Background: an optimization exercise with open tools, aiming at small area and a short achievable clock period. Do not read the settings as production practice.
Function was checked by simulation only, so behaviour that the tests miss may differ from the original.
Power and IR drop assume default switching activity.

--- design/flow/config.mk ---
export PLATFORM = sky130hd
export DESIGN_NAME = exe_stage
export DESIGN_NICKNAME = exe_stage
export VERILOG_FILES = /design/flow/design.v
export SDC_FILE = /design/flow/constraint.sdc
export NUM_CORES = 4
export LEC_CHECK = 0
export ABC_AREA = 1
export CAP_MARGIN = 20
export CORE_MARGIN = 2
export CORE_UTILIZATION = 35
export SETUP_SLACK_MARGIN = 4.5
export SLEW_MARGIN = 20
export TNS_END_PERCENT = 0
--- design/flow/constraint.sdc ---
create_clock -name core_clock -period 7.0 [get_ports {clk}]
set_input_delay 1.4000 -clock core_clock [delete_from_list [all_inputs] [get_ports {clk}]]
set_output_delay 1.4000 -clock core_clock [all_outputs]
set_load 0.01 [all_outputs]
--- design/flow/design.v ---
`timescale 1ns/1ns
package exe_pkg;
    localparam int xlen = 64;
    localparam int ilen = 32;
    localparam int reg_idx_w = 5;
    localparam int shamt_w = 6;
    localparam logic [6:0] opcode_system = 7'b1110011;
    typedef logic [xlen-1:0] data_t;
    typedef logic [ilen-1:0] inst_t;
    typedef logic [reg_idx_w-1:0] reg_idx_t;
    typedef enum logic [3:0] {
        alu_add, alu_sub, alu_and, alu_or, alu_xor,
        alu_slt, alu_sltu, alu_sll, alu_srl, alu_sra
    } alu_op_t;
    typedef enum logic [2:0] {
        cmp_none, cmp_eq, cmp_ne, cmp_lt, cmp_ge, cmp_ltu, cmp_geu
    } cmp_op_t;
    typedef enum logic [1:0] {
        asel_zero, asel_rs1, asel_pc
    } alu_asel_t;
    typedef enum logic [1:0] {
        bsel_zero, bsel_rs2, bsel_imm
    } alu_bsel_t;
    typedef enum logic [1:0] {
        csr_add, csr_or, csr_andnot
    } csr_op_t;
    typedef enum logic {
        csr_asel_zero, csr_asel_csr
    } csr_asel_t;
    typedef enum logic [1:0] {
        csr_bsel_zero, csr_bsel_rs1, csr_bsel_uimm
    } csr_bsel_t;
    typedef struct packed {
        alu_op_t   alu_op;
        cmp_op_t   cmp_op;
        alu_asel_t alu_asel;
        alu_bsel_t alu_bsel;
        csr_op_t   csr_op;
        csr_asel_t csr_asel;
        csr_bsel_t csr_bsel;
        logic      npc_sel;
        reg_idx_t  rd;
        logic      we_reg;
    } exe_ctrl_t;
endpackage
`timescale 1ns/1ns
module pfx_add #(
    parameter int W = 64,
    parameter int KIND = 0
) (
    input  logic [W-1:0] a,
    input  logic [W-1:0] b,
    input  logic         cin,
    output logic [W-1:0] sum,
    output logic [W-1:0] p_o,
    output logic [W-1:0] g_o,
    output logic         cout
);
    localparam int L = 6;
    logic [W-1:0] p0, g0;
    logic [W-1:0] gg [0:2*L+1];
    logic [W-1:0] pp [0:2*L+1];
    assign p0 = a ^ b;
    assign g0 = a & b;
    assign p_o = p0;
    assign g_o = g0;
    always_comb begin
        gg[0] = g0;
        pp[0] = p0;
        gg[0][0] = g0[0] | (p0[0] & cin);
    end
    genvar l, i;
    generate
        if (KIND == 0) begin : g_sk
            for (l = 0; l < L; l++) begin : lv
                for (i = 0; i < W; i++) begin : bt
                    if ((i >> l) & 1) begin : op
                        localparam int J = ((i >> l) << l) - 1;
                        assign gg[l+1][i] = gg[l][i] | (pp[l][i] & gg[l][J]);
                        assign pp[l+1][i] = pp[l][i] & pp[l][J];
                    end else begin : pass
                        assign gg[l+1][i] = gg[l][i];
                        assign pp[l+1][i] = pp[l][i];
                    end
                end
            end
            for (i = 0; i < W; i++) begin : fin
                assign gg[2*L+1][i] = gg[L][i];
            end
        end else if (KIND == 2) begin : g_ks
            for (l = 0; l < L; l++) begin : lv
                for (i = 0; i < W; i++) begin : bt
                    if (i >= (1 << l)) begin : op
                        assign gg[l+1][i] = gg[l][i] | (pp[l][i] & gg[l][i-(1<<l)]);
                        assign pp[l+1][i] = pp[l][i] & pp[l][i-(1<<l)];
                    end else begin : pass
                        assign gg[l+1][i] = gg[l][i];
                        assign pp[l+1][i] = pp[l][i];
                    end
                end
            end
            for (i = 0; i < W; i++) begin : fin
                assign gg[2*L+1][i] = gg[L][i];
            end
        end else if (KIND == 3) begin : g_hc
            for (i = 0; i < W; i++) begin : l0
                if (i % 2 == 1) begin : op
                    assign gg[1][i] = gg[0][i] | (pp[0][i] & gg[0][i-1]);
                    assign pp[1][i] = pp[0][i] & pp[0][i-1];
                end else begin : pass
                    assign gg[1][i] = gg[0][i];
                    assign pp[1][i] = pp[0][i];
                end
            end
            for (l = 1; l < L; l++) begin : lv
                for (i = 0; i < W; i++) begin : bt
                    if (i % 2 == 1 && i >= (1 << l) + 1) begin : op
                        assign gg[l+1][i] = gg[l][i] | (pp[l][i] & gg[l][i-(1<<l)]);
                        assign pp[l+1][i] = pp[l][i] & pp[l][i-(1<<l)];
                    end else begin : pass
                        assign gg[l+1][i] = gg[l][i];
                        assign pp[l+1][i] = pp[l][i];
                    end
                end
            end
            for (i = 0; i < W; i++) begin : fin
                if (i % 2 == 0 && i > 0) begin : op
                    assign gg[2*L+1][i] = gg[L][i] | (pp[L][i] & gg[L][i-1]);
                end else begin : pass
                    assign gg[2*L+1][i] = gg[L][i];
                end
            end
        end else begin : g_bk
            for (l = 0; l < L; l++) begin : up
                for (i = 0; i < W; i++) begin : bt
                    if ((i + 1) % (2 << l) == 0) begin : op
                        assign gg[l+1][i] = gg[l][i] | (pp[l][i] & gg[l][i-(1<<l)]);
                        assign pp[l+1][i] = pp[l][i] & pp[l][i-(1<<l)];
                    end else begin : pass
                        assign gg[l+1][i] = gg[l][i];
                        assign pp[l+1][i] = pp[l][i];
                    end
                end
            end
            for (l = L - 2; l >= 0; l--) begin : dn
                for (i = 0; i < W; i++) begin : bt
                    if ((i + 1) % (2 << l) == (1 << l) && i >= (2 << l)) begin : op
                        assign gg[2*L-1-l][i] = gg[2*L-2-l][i] | (pp[2*L-2-l][i] & gg[2*L-2-l][i-(1<<l)]);
                        assign pp[2*L-1-l][i] = pp[2*L-2-l][i] & pp[2*L-2-l][i-(1<<l)];
                    end else begin : pass
                        assign gg[2*L-1-l][i] = gg[2*L-2-l][i];
                        assign pp[2*L-1-l][i] = pp[2*L-2-l][i];
                    end
                end
            end
            for (i = 0; i < W; i++) begin : fin
                assign gg[2*L+1][i] = gg[2*L-1][i];
            end
        end
    endgenerate
    assign sum  = p0 ^ {gg[2*L+1][W-2:0], cin};
    assign cout = gg[2*L+1][W-1];
endmodule
module skl_carry #(
    parameter int W = 64
) (
    input  logic [W-1:0] p,
    input  logic [W-1:0] g,
    input  logic         cin,
    output logic [W:0]   c
);
    localparam int L = 6;
    logic [W-1:0] gg [0:L];
    logic [W-1:0] pp [0:L];
    logic [W-1:0] g2, p2;
    always_comb begin
        for (int i = 0; i < W; i++) begin
            g2[i] = 1'b0;
            p2[i] = 1'b0;
        end
        gg[0] = g;
        pp[0] = p;
        gg[0][0] = g[0] | (p[0] & cin);
        for (int l = 0; l < L; l++) begin
            gg[l+1] = gg[l];
            pp[l+1] = pp[l];
            for (int i = 0; i < W; i++) begin
                if ((i >> l) & 1) begin
                    if (i == 1) begin
                        gg[l+1][i] = (g[1] | (p[1] & g[0])) | ((p[1] & p[0]) & cin);
                        pp[l+1][i] = p[1] & p[0];
                    end else if (i == (1 << l)) begin
                        g2[i] = g[i] | (p[i] & g[i-1]);
                        p2[i] = p[i] & p[i-1];
                        gg[l+1][i] = g2[i] | (p2[i] & gg[l][i-2]);
                        pp[l+1][i] = p2[i] & pp[l][i-2];
                    end else begin
                        gg[l+1][i] = gg[l][i] | (pp[l][i] & gg[l][((i >> l) << l) - 1]);
                        pp[l+1][i] = pp[l][i] & pp[l][((i >> l) << l) - 1];
                    end
                end
            end
        end
        c[0] = cin;
        for (int i = 0; i < W; i++) c[i+1] = gg[L][i];
    end
endmodule
module cmp_tree #(
    parameter int W = 64
) (
    input  logic [W-1:0] a,
    input  logic [W-1:0] b,
    output logic         geu,
    output logic         eq
);
    localparam int L = 6;
    logic [W-1:0] gg [0:L];
    logic [W-1:0] pp [0:L];
    always_comb begin
        gg[0] = a & ~b;
        pp[0] = ~(a ^ b);
        gg[0][0] = a[0] | ~b[0];
    end
    genvar l, i;
    generate
        for (l = 0; l < L; l++) begin : lv
            for (i = 0; i < (W >> (l + 1)); i++) begin : nd
                assign gg[l+1][i] = gg[l][2*i+1] | (pp[l][2*i+1] & gg[l][2*i]);
                assign pp[l+1][i] = pp[l][2*i+1] & pp[l][2*i];
            end
            if (l < L) begin : pad
                assign gg[l+1][W-1:(W >> (l + 1))] = '0;
                assign pp[l+1][W-1:(W >> (l + 1))] = '0;
            end
        end
    endgenerate
    assign geu = gg[L][0];
    assign eq  = pp[L][0];
endmodule
module int_exec #(
    parameter int ADD_KIND = 0
) (
    input  exe_pkg::data_t     pc,
    input  exe_pkg::data_t     rs1_data,
    input  exe_pkg::data_t     rs2_data,
    input  exe_pkg::data_t     imm,
    input  logic [3:0]         alu_op,
    input  logic [1:0]         asel,
    input  logic [1:0]         bsel,
    input  logic [2:0]         cmp_op,
    output exe_pkg::data_t     alu_res,
    output logic               br_taken
);
    exe_pkg::data_t a, b, bx, p, g, shr, shl;
    logic sub, cout, left, fill, lt;
    logic [5:0] sh;
    logic geu, eq, bgeu, blt;
    assign a  = ({64{asel[0]}} & rs1_data) | ({64{asel[1]}} & pc);
    assign b  = ({64{bsel[0]}} & rs2_data) | ({64{bsel[1]}} & imm);
    assign sub = (alu_op == 4'd1) || (alu_op == 4'd5) || (alu_op == 4'd6);
    assign bx = b ^ {64{sub}};
    logic [64:0] c;
    exe_pkg::data_t x;
    assign x = a ^ bx;
    assign p = a | bx;
    assign g = a & bx;
    skl_carry #(.W(64)) carry_i (.p(p), .g(g), .cin(sub), .c(c));
    assign cout = c[64];
    assign lt = (alu_op == 4'd5) ? (~cout ^ a[63] ^ b[63]) : ~cout;
    assign sh   = bsel[1] ? imm[5:0] : (rs2_data[5:0] & {6{bsel[0]}});
    assign left = ~alu_op[3];
    assign fill = alu_op[3] & alu_op[0] & a[63];
    exe_pkg::data_t sl [0:6];
    always_comb begin
        for (int k = 0; k < 64; k++) begin
            case ({left, sh[0]})
                2'b00: sl[1][k] = a[k];
                2'b01: sl[1][k] = (k < 63) ? a[k+1] : fill;
                2'b10: sl[1][k] = a[63-k];
                default: sl[1][k] = (k < 63) ? a[62-k] : fill;
            endcase
        end
        for (int l = 1; l < 6; l++) begin
            for (int k = 0; k < 64; k++) begin
                if (k + (1 << l) < 64) sl[l+1][k] = sh[l] ? sl[l][k + (1 << l)] : sl[l][k];
                else                   sl[l+1][k] = sh[l] ? fill : sl[l][k];
            end
        end
    end
    assign shr = sl[6];
    always_comb begin
        for (int k = 0; k < 64; k++) shl[k] = shr[63-k];
    end
    exe_pkg::data_t xpart, tpart, arith;
    logic op_add, op_and, op_or, op_xor;
    assign op_add = (alu_op[3:1] == 3'b000);
    assign op_and = (alu_op == 4'd2);
    assign op_or  = (alu_op == 4'd3);
    assign op_xor = (alu_op == 4'd4);
    assign xpart = x & {64{op_add | op_or | op_xor}};
    assign tpart = ({c[63:1], 1'b0} & {64{op_add}}) | (g & {64{op_and | op_or}});
    assign arith = {xpart[63:1] ^ tpart[63:1],
                    op_add ? (a[0] ^ b[0]) : (xpart[0] ^ tpart[0])};
    always_comb begin
        casez (alu_op)
            4'b0101,
            4'b0110: alu_res = {63'd0, lt};
            4'b0111: alu_res = shl;
            4'b1???: alu_res = shr;
            default: alu_res = arith;
        endcase
    end
    cmp_tree #(.W(64)) cmp_i (.a(rs1_data), .b(rs2_data), .geu(geu), .eq(eq));
    assign bgeu = geu;
    assign blt  = ~geu ^ rs1_data[63] ^ rs2_data[63];
    always_comb begin
        case (cmp_op)
            3'd1:    br_taken = eq;
            3'd2:    br_taken = ~eq;
            3'd3:    br_taken = blt;
            3'd4:    br_taken = ~blt;
            3'd5:    br_taken = ~bgeu;
            3'd0:    br_taken = 1'b0;
            default: br_taken = bgeu;
        endcase
    end
endmodule
`timescale 1ns/1ns
module csr_exec #(
    parameter int ADD_KIND = 1
) (
    input  exe_pkg::inst_t     inst,
    input  exe_pkg::data_t     rs1_data,
    input  exe_pkg::data_t     csr_val,
    input  logic [1:0]         csr_op,
    input  logic               csr_asel,
    input  logic [1:0]         csr_bsel,
    output exe_pkg::data_t     csr_res
);
    exe_pkg::data_t ca, cb, sum, p, g;
    logic cout;
    assign ca = {64{csr_asel}} & csr_val;
    assign cb = ({64{csr_bsel[0]}} & rs1_data) | ({64{csr_bsel[1]}} & {59'd0, inst[19:15]});
    logic [64:0] c;
    exe_pkg::data_t x;
    assign x = ca ^ cb;
    assign p = ca | cb;
    assign g = ca & cb;
    skl_carry #(.W(64)) carry_i (.p(p), .g(g), .cin(1'b0), .c(c));
    assign sum  = x ^ c[63:0];
    assign cout = c[64];
    assign csr_res = (csr_op[1] ? ca : x) ^ ((csr_op == 2'd0) ? c[63:0] : g);
endmodule
`timescale 1ns/1ns
module exe_commit (
    input  logic                clk,
    input  logic                rst,
    input  logic                in_valid,
    input  logic                hold,
    input  logic                flush,
    input  exe_pkg::data_t      pc,
    input  exe_pkg::inst_t      inst,
    input  logic                npc_sel,
    input  logic [4:0]          rd,
    input  logic                we_reg,
    input  exe_pkg::data_t      alu_res,
    input  exe_pkg::data_t      csr_res,
    input  exe_pkg::data_t      csr_val,
    input  logic                br_taken,
    output logic                out_valid,
    output logic                out_redirect,
    output logic                out_we_reg,
    output exe_pkg::reg_idx_t   out_rd,
    output exe_pkg::data_t      out_pc,
    output exe_pkg::data_t      out_result,
    output exe_pkg::data_t      out_csr_result,
    output exe_pkg::data_t      out_npc
);
    logic           is_csr;
    logic           redirect;
    logic [61:0]    pc_inc;
    assign is_csr = (inst[6:0] == exe_pkg::opcode_system) && (inst[14:12] != 3'b000);
    assign redirect = npc_sel | br_taken;
    assign pc_inc   = pc[63:2] + 62'd1;
    logic keep, load, ld_alu_r, ld_csr_r, ld_red, ld_inc;
    assign keep = hold & ~rst & ~flush;
    assign load = ~hold & in_valid & ~rst & ~flush;
    assign ld_csr_r = load & is_csr;
    assign ld_alu_r = load & ~is_csr;
    assign ld_red   = load & redirect;
    assign ld_inc   = load & ~redirect;
    always_ff @(posedge clk) begin
        out_valid      <= (out_valid & keep) | load;
        out_redirect   <= (out_redirect & keep) | ld_red;
        out_we_reg     <= (out_we_reg & keep) | (we_reg & load);
        out_rd         <= (out_rd & {5{keep}}) | (rd & {5{load}});
        out_pc         <= (out_pc & {64{keep}}) | (pc & {64{load}});
        out_result     <= (out_result & {64{keep}}) | (csr_val & {64{ld_csr_r}})
                          | (alu_res & {64{ld_alu_r}});
        out_csr_result <= (out_csr_result & {64{keep}}) | (csr_res & {64{load}});
        out_npc        <= (out_npc & {64{keep}}) | (alu_res & {64{ld_red}})
                          | ({pc_inc, pc[1:0]} & {64{ld_inc}});
    end
endmodule
`timescale 1ns/1ns
module exe_stage (
    input  logic        clk,
    input  logic        rst,
    input  logic        in_valid,
    input  logic        hold,
    input  logic        flush,
    input  logic [63:0] pc,
    input  logic [31:0] inst,
    input  logic [63:0] rs1_data,
    input  logic [63:0] rs2_data,
    input  logic [63:0] imm,
    input  logic [63:0] csr_val,
    input  logic [22:0] ctrl,
    output logic        out_valid,
    output logic        out_redirect,
    output logic        out_we_reg,
    output logic [4:0]  out_rd,
    output logic [63:0] out_pc,
    output logic [63:0] out_result,
    output logic [63:0] out_csr_result,
    output logic [63:0] out_npc
);
    exe_pkg::exe_ctrl_t ctrl_s;
    exe_pkg::data_t     alu_res;
    exe_pkg::data_t     csr_res;
    logic               br_taken;
    assign ctrl_s = exe_pkg::exe_ctrl_t'(ctrl);
    int_exec int_exec_i (
        .pc       (pc),
        .rs1_data (rs1_data),
        .rs2_data (rs2_data),
        .imm      (imm),
        .alu_op   (ctrl[22:19]),
        .asel     (ctrl[15:14]),
        .bsel     (ctrl[13:12]),
        .cmp_op   (ctrl[18:16]),
        .alu_res  (alu_res),
        .br_taken (br_taken)
    );
    csr_exec csr_exec_i (
        .inst     (inst),
        .rs1_data (rs1_data),
        .csr_val  (csr_val),
        .csr_op   (ctrl[11:10]),
        .csr_asel (ctrl[9]),
        .csr_bsel (ctrl[8:7]),
        .csr_res  (csr_res)
    );
    exe_commit exe_commit_i (
        .clk            (clk),
        .rst            (rst),
        .in_valid       (in_valid),
        .hold           (hold),
        .flush          (flush),
        .pc             (pc),
        .inst           (inst),
        .npc_sel        (ctrl_s.npc_sel),
        .rd             (ctrl_s.rd),
        .we_reg         (ctrl_s.we_reg),
        .alu_res        (alu_res),
        .csr_res        (csr_res),
        .csr_val        (csr_val),
        .br_taken       (br_taken),
        .out_valid      (out_valid),
        .out_redirect   (out_redirect),
        .out_we_reg     (out_we_reg),
        .out_rd         (out_rd),
        .out_pc         (out_pc),
        .out_result     (out_result),
        .out_csr_result (out_csr_result),
        .out_npc        (out_npc)
    );
endmodule
--- design/flow/flow/run.sh ---
#!/bin/bash
# Standard ORFS layout (the standard.sh), with the port buffers made of
# sky130_fd_sc_hd__buf_1 instead of the default delay buffer.
set -euo pipefail
cd "$(dirname "$0")/.."
bash standard.sh "BUFFER_PORTS_ARGS=-buffer_cell sky130_fd_sc_hd__buf_1" finish > make_finish.log 2>&1
--- design/flow/standard.sh ---
#!/bin/bash
# synth_recipe.tcl (not shown) runs the flow's synth.tcl, then flattens the netlist and writes it again
# the make line also repeats each setting of config.mk as NAME=value (left out here)
make -C /OpenROAD-flow-scripts/flow DESIGN_CONFIG=/design/flow/config.mk WORK_HOME=/design/flow/orfs CLKGATE_MAP_FILE= SYNTH_SCRIPT=/design/flow/synth_recipe.tcl "${@:-finish}"
==> results.toml, run 1 <==
[status]
status = "no timing/DRC/antenna violations"

[clocking]
clockBufferDepth = 3
numCtsBuffers = 29
cts_tree = "built"
cts_root_buf = "clkbuf_16"
insertion_delay_ps = 600
clkTransAtPathRegs_ps = 70
cts_sinks = 264
cts_max_level = 1

[power]
combPwrFrac = 0.512
p_sw_frac = 0.466
switching_power_mw = 3.08
p_seq_frac = 0.238
powerDensity_nw_per_um2 = 159
p_total_mw = 6.61
peakVddDrop_uv = 168
p_leak_nw = 20.5
clockPowerShare = 0.250
p_int_mw = 3.53

[worst_setup_path]
path_max_fanout = 5
end_kind = "flip-flop"
crit_type = "primary input to flip-flop"
startpoint_type = "primary input"
required_ps = 7540
worstPathArrival_ps = 4780

[yosys]
syn_area_per_cell_um2 = 5.65
synth_top_area_share = 0.235
synth-async-reset-ratio = 0
synth_compound_area_frac = 0.129
muxShareOfSynthArea = 0
synth_edf_count = 0
synth_area_um2 = 33300
synth_top_family_by_area = "simple AND/OR/NAND/NOR gates"
yosysTopAreaCell = "nand2_1"
yosys.area_share.simple = 0.438
post-synth-top-count-cell = "nand2_1"
synth-seq-area-share = 0.159
yosysWarnings = 147
synthTopCellsByCount = "nand2_1 (2087), nand3_1 (886), inv_1 (717)"
ys_top_cells_by_area = "nand2_1 (23%), dfxtp_1 (16%), nand3_1 (13%), ha_1 (12%), inv_1 (8.1%)"
synth_flop_cell = "dfxtp_1"
synth_xor_area_frac = 0.0310
synth_fa_ha_area_frac = 0.121
yosys.cell_types.count = 56
synthesis.nets = 6602
ys_seq_elements = 264
syn_inst = 5899

[global_route]
grt_pass1_vias = 40183
grt_max_degree = 140
met3_usage = 0.0884
met1_usage = 0.485
grt_pass1_wl_um = 276000
gr-usage-met2 = 0.575
antenna_found_initial = 22
grt_overflow = 0
gr-max-usage-layer = "met2"
grt_usage = 0.382

[place]
place_ws_ps = 1310
place_area_um2 = 37000
dp.final_hpwl_um = 154000
gp_congestion = 1.05
placedCellCount = 7587
io_buffer_count = 626

[layout]
drive_gt1_frac = 0.117
fin_cells = 7778
area_delta_synth_final_pct = 24.6
layout.nets = 7182
final_cell_area_um2 = 41500
postLayoutCoreUtil = 0.438

[sta]
finalSetupViolations = 0
rsz0062_at_grt = "true"
min_period_ps = 4240
fin_tns_setup_ps = 0
period_share = 0.606
fin_ws_ps = 2760
max-slew-margin-rel = 0.207
fmax_mhz = 236
drv_slew = 0
hold_ws_ps = 446
skew_ps = 0
tightest_slew_ps = 1180
finalHoldViolations = 0

[floorplan]
die_area_um2 = 97700
die_h_um = 313
start_util = 0.352
rows = 113
die_w_um = 313
ios = 644
core_um2 = 94700

[routing]
wl_um = 196000
via_per_inst = 5.62
firstDrtPassIters = 7
vias = 43693
routedWlPerCell_um = 25.1
drc = 0
drt_iter0_drc = 4963
ant_nets = 0

[min_path]
hold_class = "flip-flop to flip-flop"

[flow_run]
cap_violations = 0
[what timing repair did]
action	4_1_cts	5_1_grt
gates cloned	20	0
pin swaps	69	64
hold buffers	0	0
setup buffers	80	26
gates resized for setup	397	160
endpoints found under the setup margin	498	520
[cells in the final DEF (no fill, tap or decap), drive strengths merged, types with 5 or more instances in the layout]
master and n:
nand2 2103, nand3 894, buf 820, inv 741
o21ai 384, ha 323, dfxtp 264, nor2 209
a21oi 203, xor2 64, nand4 57, nor3 56
xnor2 54, clkbuf 47, a32o 38, o211ai 32
nand3b 31, or2 31, nor4 23, o21bai 22
a22o 17, diode 13, a21boi 10, o22ai 9
clkinvlp 9, clkinv 9, a211oi 7, a22oi 6
o21a 5
[routing by layer]
layer,wire (um),part of all wire
met1,76800,0.39
met2,81300,0.42
met3,21100,0.11
met4,16300,0.083
met5,141,0.00072
[path summary, 6_finish.rpt]
check,startpoint,end,slack [ps],depth (start not counted)
setup / recovery,pc[36],exe_commit_i.out_npc[63],2760,10
hold / removal,exe_commit_i.out_valid,exe_commit_i.out_valid,450,2
setup reg to reg,exe_commit_i.out_result[37],exe_commit_i.out_result[37],6180,3
hold reg to reg,exe_commit_i.out_valid,exe_commit_i.out_valid,450,2
[cells by family after synthesis]
family | after synthesis
and+or+nand+nor | 3407
buffers and inverters | 1038
AOI/OAI and AO/OA | 749
adders and majority gates | 323
DFF | 264
xor gates and xnor gates | 118
[layout make-up]
| cell class | count | area (um2) |
|---|---|---|
| fillers | 10501 | 53200 |
| multi-input cells | 4602 | 26000 |
| flip-flops and latches | 264 | 5290 |
| repair buffers | 833 | 4760 |
| inverters | 746 | 2870 |
| well taps | 1265 | 1580 |
| clock buffers | 39 | 813 |
| clock inverters | 13 | 163 |
| diodes | 13 | 32.5 |
| repair inverters | 3 | 18.8 |
[power by group through the flow]
stage / logic (mW) / registers (mW) / clock network (mW)
after floorplan: 1.70 / 1.62 / 0
after CTS: 3.15 / 1.57 / 1.67
after global routing: 3.60 / 1.57 / 1.72
after detailed placement: 2.81 / 1.60 / 0
final: 3.38 / 1.57 / 1.65
after global placement: 2.80 / 1.60 / 0
[worst max-delay path, stage by stage]
cell and delay (ps):
buf_1 380, inv_1 280, nor4_1 1000, nand4_1 600, nor2_1 360, nand2_1 150
nor3_1 270, xor2_1 170, nand2_1 70, nand3_1 80
==> run 2, diff against run 1 <==
--- a/design/flow/config.mk
+++ b/design/flow/config.mk
@@ -8,7 +8,7 @@
 export ABC_AREA = 1
-export CAP_MARGIN = 20
+export CAP_MARGIN = 10
 export CORE_MARGIN = 2
-export CORE_UTILIZATION = 35
-export SETUP_SLACK_MARGIN = 4.5
-export SLEW_MARGIN = 20
+export CORE_UTILIZATION = 40
+export SETUP_SLACK_MARGIN = 4
+export SLEW_MARGIN = 10
 export TNS_END_PERCENT = 0
==> run 2 against run 1 <==
Against the previous run:
- still clean on timing, DRC and antenna
- register-to-register slack hardly changed
- sequential power hardly changed
- total power is 2.6% higher
- critical endpoint is now exe_commit_i.out_result[0]
- largest cell class unchanged
==> results.toml, run 2 <==
[routing]
routedWlPerCell_um = 25.1
via_per_inst = 5.70
dr.max_layer_used = "met5"
firstDrtPassIters = 9
ant_nets = 0
wl_met3_um = 20400
routedLengthMet1_um = 73300
drc = 0
vias = 42969
wl_um = 189000
drt_iter0_drc = 4935
met2WireLength_um = 77600

[floorplan]
rows = 105
die_w_um = 293
ios = 644
die_area_um2 = 85700
core_um2 = 82200
die_h_um = 293
start_util = 0.405

[worst_setup_path]
cp_top_family = "simple AND/OR/NAND/NOR gates"
critical_path.max_stage_delay_ps = 230
crit_path_frequent_cell = "nand2_8"
end_kind = "flip-flop"
required_ps = 7520
crit_chain = "clkbuf_8 -> nor2_4 -> nand2_8 -> nand2_8 -> buf_12 -> xnor2_4 -> inv_1 -> ha_2 -> inv_2 -> o21ai_2 -> a21oi_2 -> o21bai_2 -> nand3_1 -> nand2_2 -> a21oi_4 -> nand2_8 -> buf_12 -> nand3_1 -> nand2_1 -> o21ai_1 -> nand3_2 -> nand3_4 -> nand2_2 -> nand2_1"
startpoint_type = "primary input"
crit_buf_inv = 5
crit_type = "primary input to flip-flop"
path_max_fanout = 6
worstPathArrival_ps = 4620
cp_slowest_cell = "a21oi_4"

[sta]
drv_slew = 0
tightest_slew_ps = 1180
hold_ws_ps = 451
finalHoldViolations = 0
skew_ps = 0
finalSetupViolations = 0
rsz0062_at_grt = "true"
fin_tns_setup_ps = 0
period_share = 0.586
fmax_mhz = 244
min_period_ps = 4100
max-slew-margin-rel = 0.214

[min_path]
hold_class = "flip-flop to flip-flop"

[power]
powerDensity_nw_per_um2 = 166
p_total_mw = 6.78
p_leak_nw = 20.4
peakVddDrop_uv = 155

[layout]
area_delta_synth_final_pct = 22.3
postLayoutCoreUtil = 0.496
fin_cells = 7538
layout_common_cells = "nand2_1 (1999), nand3_1 (837), inv_1 (700), buf_1 (586), ha_1 (308)"
layout.nets = 7139
drive_gt1_frac = 0.102
final_common_cell = "nand2_1"
fillers = 8997

[clocking]
cts_sinks = 264
clockBufferDepth = 3
cts_max_level = 2
numCtsBuffers = 34
cts_tree = "built"
clkTransAtPathRegs_ps = 60
cts_hold_buf = 0
cts_root_buf = "clkbuf_16"
insertion_delay_ps = 570

[yosys]
synthTopCellsByCount = "nand2_1 (2087), nand3_1 (886), inv_1 (717)"
synth_edf_count = 0
yosysTopAreaCell = "nand2_1"
synth-seq-area-share = 0.159
syn_area_per_cell_um2 = 5.65
synth_flop_cell = "dfxtp_1"
yosys.cell_types.count = 56
synth-async-reset-ratio = 0
post-synth-top-count-cell = "nand2_1"
yosysWarnings = 147
synth_top_area_share = 0.235
ys_seq_elements = 264
syn_inst = 5899
synth_area_um2 = 33300
synthesis.nets = 6602
ys_top_cells_by_area = "nand2_1 (23%), dfxtp_1 (16%), nand3_1 (13%), ha_1 (12%), inv_1 (8.1%)"

[global_route]
antenna_found_initial = 18
grt_max_degree = 146
grt_overflow = 0
grt_pass1_wl_um = 265000
grt_pass1_vias = 39055
grt_usage = 0.421

[place]
placedCellCount = 7372
io_buffer_count = 626
dp.final_hpwl_um = 147000
gp_congestion = 1.06

[flow_run]
cap_violations = 0

[status]
status = "no timing/DRC/antenna violations"
run 2: logic make-up after synthesis:
group                    count (synthesis)  share of synthesized area
AND/OR/NAND/NOR                       3407                      0.438
buffers and inverters                 1038                      0.122
AO/OA/AOI/OAI                          749                      0.129
adder cells (fa/ha/maj)                323                      0.121
flip-flops                             264                      0.159
XOR/XNOR                               118                     0.0310
run 2: routing by layer:
| metal | vias up | GRT usage |
|---|---|---|
| met5 | - | 0 |
| met4 | 18 | 0.324 |
| met3 | 552 | 0.103 |
| met2 | 2497 | 0.633 |
| met1 | 19715 | 0.517 |
| li1 | 20187 | - |
run 2: metrics by stage:
step | worst slack (ps) | instance area [um2]
floorplan | 3030 | 33600
global placement | 1220 | 36600
detailed placement | 1180 | 36600
CTS | 3000 | 39700
global route | 2830 | 40800
finish | 2900 | 40800
run 2: repair_timing:
item                       CTS  global route
resized for setup          285           212
gates cloned                16             2
setup endpoints to repair  236           251
pin swaps                   49            61
buffers inserted            49            31
run 2: power breakdown:
part	total [mW]	internal (mW)	switching (mW)
clock	1.97	1.19	0.782
sequential	1.57	1.54	0.0277
combinational	3.23	0.985	2.25
run 2: tightest hold or removal path: cells and delay by family (launching register included):
kind | cells | cell delay [ps]
DFF | 1 | 310
and+or+nand+nor | 2 | 100
run 2: worst paths after layout:
path         depth (start not counted)                       startpoint  slack (ps)                              end
min                                  2  exe_commit_i.out_csr_result[54]         450  exe_commit_i.out_csr_result[54]
max reg2reg                          3      exe_commit_i.out_result[46]        6180      exe_commit_i.out_result[46]
max                                 24                         ctrl[22]        2900       exe_commit_i.out_result[0]
min reg2reg                          2  exe_commit_i.out_csr_result[54]         450  exe_commit_i.out_csr_result[54]
run 2: final cells by class:
class | count | area (um2) | area share
clock buffers | 47 | 1000 | 0.0245
repair inverters | 2 | 16.3 | 0.000399
flip-flops and latches | 264 | 5290 | 0.130
clock inverters | 13 | 228 | 0.00558
repair buffers | 781 | 4240 | 0.104
inverters | 746 | 2880 | 0.0706
multi-input cells | 4607 | 25800 | 0.632
diodes | 8 | 20.0 | 0.000491
well taps | 1070 | 1340 | 0.0328
==> run 3, diff against run 2 <==
--- a/design/flow/config.mk
+++ b/design/flow/config.mk
@@ -8,3 +8,3 @@
 export ABC_AREA = 1
-export CAP_MARGIN = 10
+export CAP_MARGIN = 0
 export CORE_MARGIN = 2
@@ -12,3 +12,3 @@
 export SETUP_SLACK_MARGIN = 4
-export SLEW_MARGIN = 10
+export SLEW_MARGIN = 0
 export TNS_END_PERCENT = 0
==> run 3 against run 2 <==
Against the previous run:
- still clean on timing, DRC and antenna
- register-to-register slack barely moved
- via count did not move
- largest cell class unchanged
- die area did not move
- worst hold slack did not move
==> results.toml, run 3 <==
[sta]
tightest_slew_ps = 1180
rsz0062_at_grt = "true"
min_period_ps = 4100
skew_ps = 0
finalSetupViolations = 0
fin_tns_setup_ps = 0
fin_ws_ps = 2900
period_share = 0.586
drv_slew = 0
finalHoldViolations = 0
fmax_mhz = 244
hold_ws_ps = 451
max-slew-margin-rel = 0.214

[clocking]
numCtsBuffers = 34
cts_tree = "built"
clockBufferDepth = 3
clkTransAtPathRegs_ps = 60
cts_max_level = 2
insertion_delay_ps = 570
cts_root_buf = "clkbuf_16"
cts_hold_buf = 0
cts_sinks = 264

[routing]
drt_iter0_drc = 4935
routedWlPerCell_um = 25.1
vias = 42969
firstDrtPassIters = 9
drc = 0
via_per_inst = 5.70
ant_nets = 0
wl_um = 189000

[power]
peakVddDrop_uv = 155
powerDensity_nw_per_um2 = 166
p_total_mw = 6.78
p_leak_nw = 20.4

[yosys]
post-synth-top-count-cell = "nand2_1"
synth_top_area_share = 0.235
synth-seq-area-share = 0.159
synth_edf_count = 0
yosysWarnings = 147
ys_seq_elements = 264
yosysTopAreaCell = "nand2_1"
yosys.cell_types.count = 56
syn_inst = 5899
synthesis.nets = 6602
synthTopCellsByCount = "nand2_1 (2087), nand3_1 (886), inv_1 (717)"
synth_flop_cell = "dfxtp_1"
synth_area_um2 = 33300
synth-async-reset-ratio = 0
ys_top_cells_by_area = "nand2_1 (23%), dfxtp_1 (16%), nand3_1 (13%), ha_1 (12%), inv_1 (8.1%)"
syn_area_per_cell_um2 = 5.65

[global_route]
grt_max_degree = 146
grt_usage = 0.421
grt_pass1_vias = 39055
grt_pass1_wl_um = 265000
grt_overflow = 0
antenna_found_initial = 18

[layout]
final_common_cell = "nand2_1"
layout.nets = 7139
postLayoutCoreUtil = 0.496
drive_gt1_frac = 0.102
fin_cells = 7538
final_cell_area_um2 = 40800
area_delta_synth_final_pct = 22.3
layout_common_cells = "nand2_1 (1999), nand3_1 (837), inv_1 (700), buf_1 (586), ha_1 (308)"

[worst_setup_path]
crit_type = "primary input to flip-flop"
path_max_fanout = 6
worstPathArrival_ps = 4620
startpoint_type = "primary input"
reg2regPathDepth = 3
critical_path.startpoint = "ctrl[22]"
required_ps = 7520
r2r_start = "exe_commit_i.out_result[46]"
crit_end = "exe_commit_i.out_result[0]"
end_kind = "flip-flop"
ff2ff_setup_slack_ps = 6180
reg2reg_to = "exe_commit_i.out_result[46]"

[floorplan]
die_w_um = 293
core_um2 = 82200
rows = 105
die_h_um = 293
die_area_um2 = 85700
ios = 644
start_util = 0.405

[place]
placedCellCount = 7372
dp.final_hpwl_um = 147000
io_buffer_count = 626
place_area_um2 = 36600
gp_congestion = 1.06
place_ws_ps = 1180

[flow_run]
cap_violations = 0

[min_path]
hold_class = "flip-flop to flip-flop"

[status]
status = "no timing/DRC/antenna violations"
## run 3: cell counts after synthesis
Identical to the previous run, type by type.
## run 3: power breakdown
| part | internal, mW | switching, mW | leakage [nW] |
|---|---|---|---|
| Clock | 1.19 | 0.782 | 0.591 |
| Sequential | 1.54 | 0.0277 | 2.14 |
| Combinational | 0.985 | 2.25 | 17.6 |
## run 3: how the worst min path moves through the flow
stage               slack [ps]                            start  cells after the start                               to
floorplan                  470           exe_commit_i.out_valid                      2           exe_commit_i.out_valid
global placement           430           exe_commit_i.out_valid                      2           exe_commit_i.out_valid
detailed placement         440  exe_commit_i.out_csr_result[17]                      2  exe_commit_i.out_csr_result[17]
CTS                        450  exe_commit_i.out_csr_result[10]                      2  exe_commit_i.out_csr_result[10]
global route               470       exe_commit_i.out_result[3]                      2       exe_commit_i.out_result[3]
finish                     450  exe_commit_i.out_csr_result[54]                      2  exe_commit_i.out_csr_result[54]
## run 3: what timing repair did
action,4_1_cts,5_1_grt
cloned,16,2
gates resized for setup,285,212
pin swaps,49,61
endpoints found under the setup margin,236,251
setup buffers,49,31
## run 3: routing by layer
layer,routed length [um],vias to the layer above,track usage,part of all wire
met5,119,-,0,0.00063
met4,17600,18,0.324,0.093
met3,20400,552,0.103,0.11
met2,77600,2497,0.633,0.41
met1,73300,19715,0.517,0.39
li1,-,20187,-,-
## run 3: critical path, cell delays in order
cell and delay, ps:
clkbuf_8 150, nor2_4 170, nand2_8 140, nand2_8 210, buf_12 150, xnor2_4 110, inv_1 60, ha_2 170
inv_2 70, o21ai_2 70, a21oi_2 170, o21bai_2 120, nand3_1 120, nand2_2 110, a21oi_4 230, nand2_8 140
buf_12 170, nand3_1 80, nand2_1 50, o21ai_1 110, nand3_2 190, nand3_4 210, nand2_2 100, nand2_1 90
## run 3: layout make-up
type / count / area (um2)
fill: 8997 / 41500
multi-input combinational: 4607 / 25800
sequential: 264 / 5290
timing repair buffer: 781 / 4240
inverter: 746 / 2880
tap: 1070 / 1340
clock buffer: 47 / 1000
clock inverter: 13 / 228
antenna: 8 / 20.0
timing repair inverter: 2 / 16.3
## run 3: cell families after synthesis
family                   synth area share
AO/OA/AOI/OAI                       0.129
XOR/XNOR                           0.0310
adder cells (fa/ha/maj)             0.121
buffers and inverters               0.122
flip-flops                          0.159
AND/OR/NAND/NOR                     0.438

port drivers added, routing unchanged:
How much do the figures lean on ideal ports? The routed layouts below were timed once more, with nothing changed but the port constraints. Step 1 (the two cells are an assumption about what drives the block):
set clk [get_ports {clk}]
set_driving_cell -lib_cell sky130_fd_sc_hd__clkbuf_16 $clk
set_driving_cell -lib_cell sky130_fd_sc_hd__buf_2 [delete_from_list [all_inputs] $clk]
Step 2 adds t to the input delays and takes it off the output delays; t is the mean of the earliest and latest rising clock arrival at the registers after step 1. Input paths then give back, and output paths get back, about the clock's delay inside the block. Slacks: ideal ports / drivers / drivers and shift; pairs: ideal ports / drivers.
run | t (ns) | slack for setup (ns) | latest minus earliest clock arrival (ns) | cell pins on the clock port's net
run 1 | 0.671 | 2.761 / 2.804 / 2.133 | 0.029 / 0.029 | 1
run 2 | 0.627 | 2.900 / 2.919 / 2.291 | 0.035 / 0.035 | 1
run 3 | 0.627 | 2.900 / 2.919 / 2.291 | 0.035 / 0.035 | 1
After both steps every run listed still meets setup and hold. For run 1, which loses most, drivers alone change the setup slack by +0.043 ns; drivers and shift together by -0.628 ns.
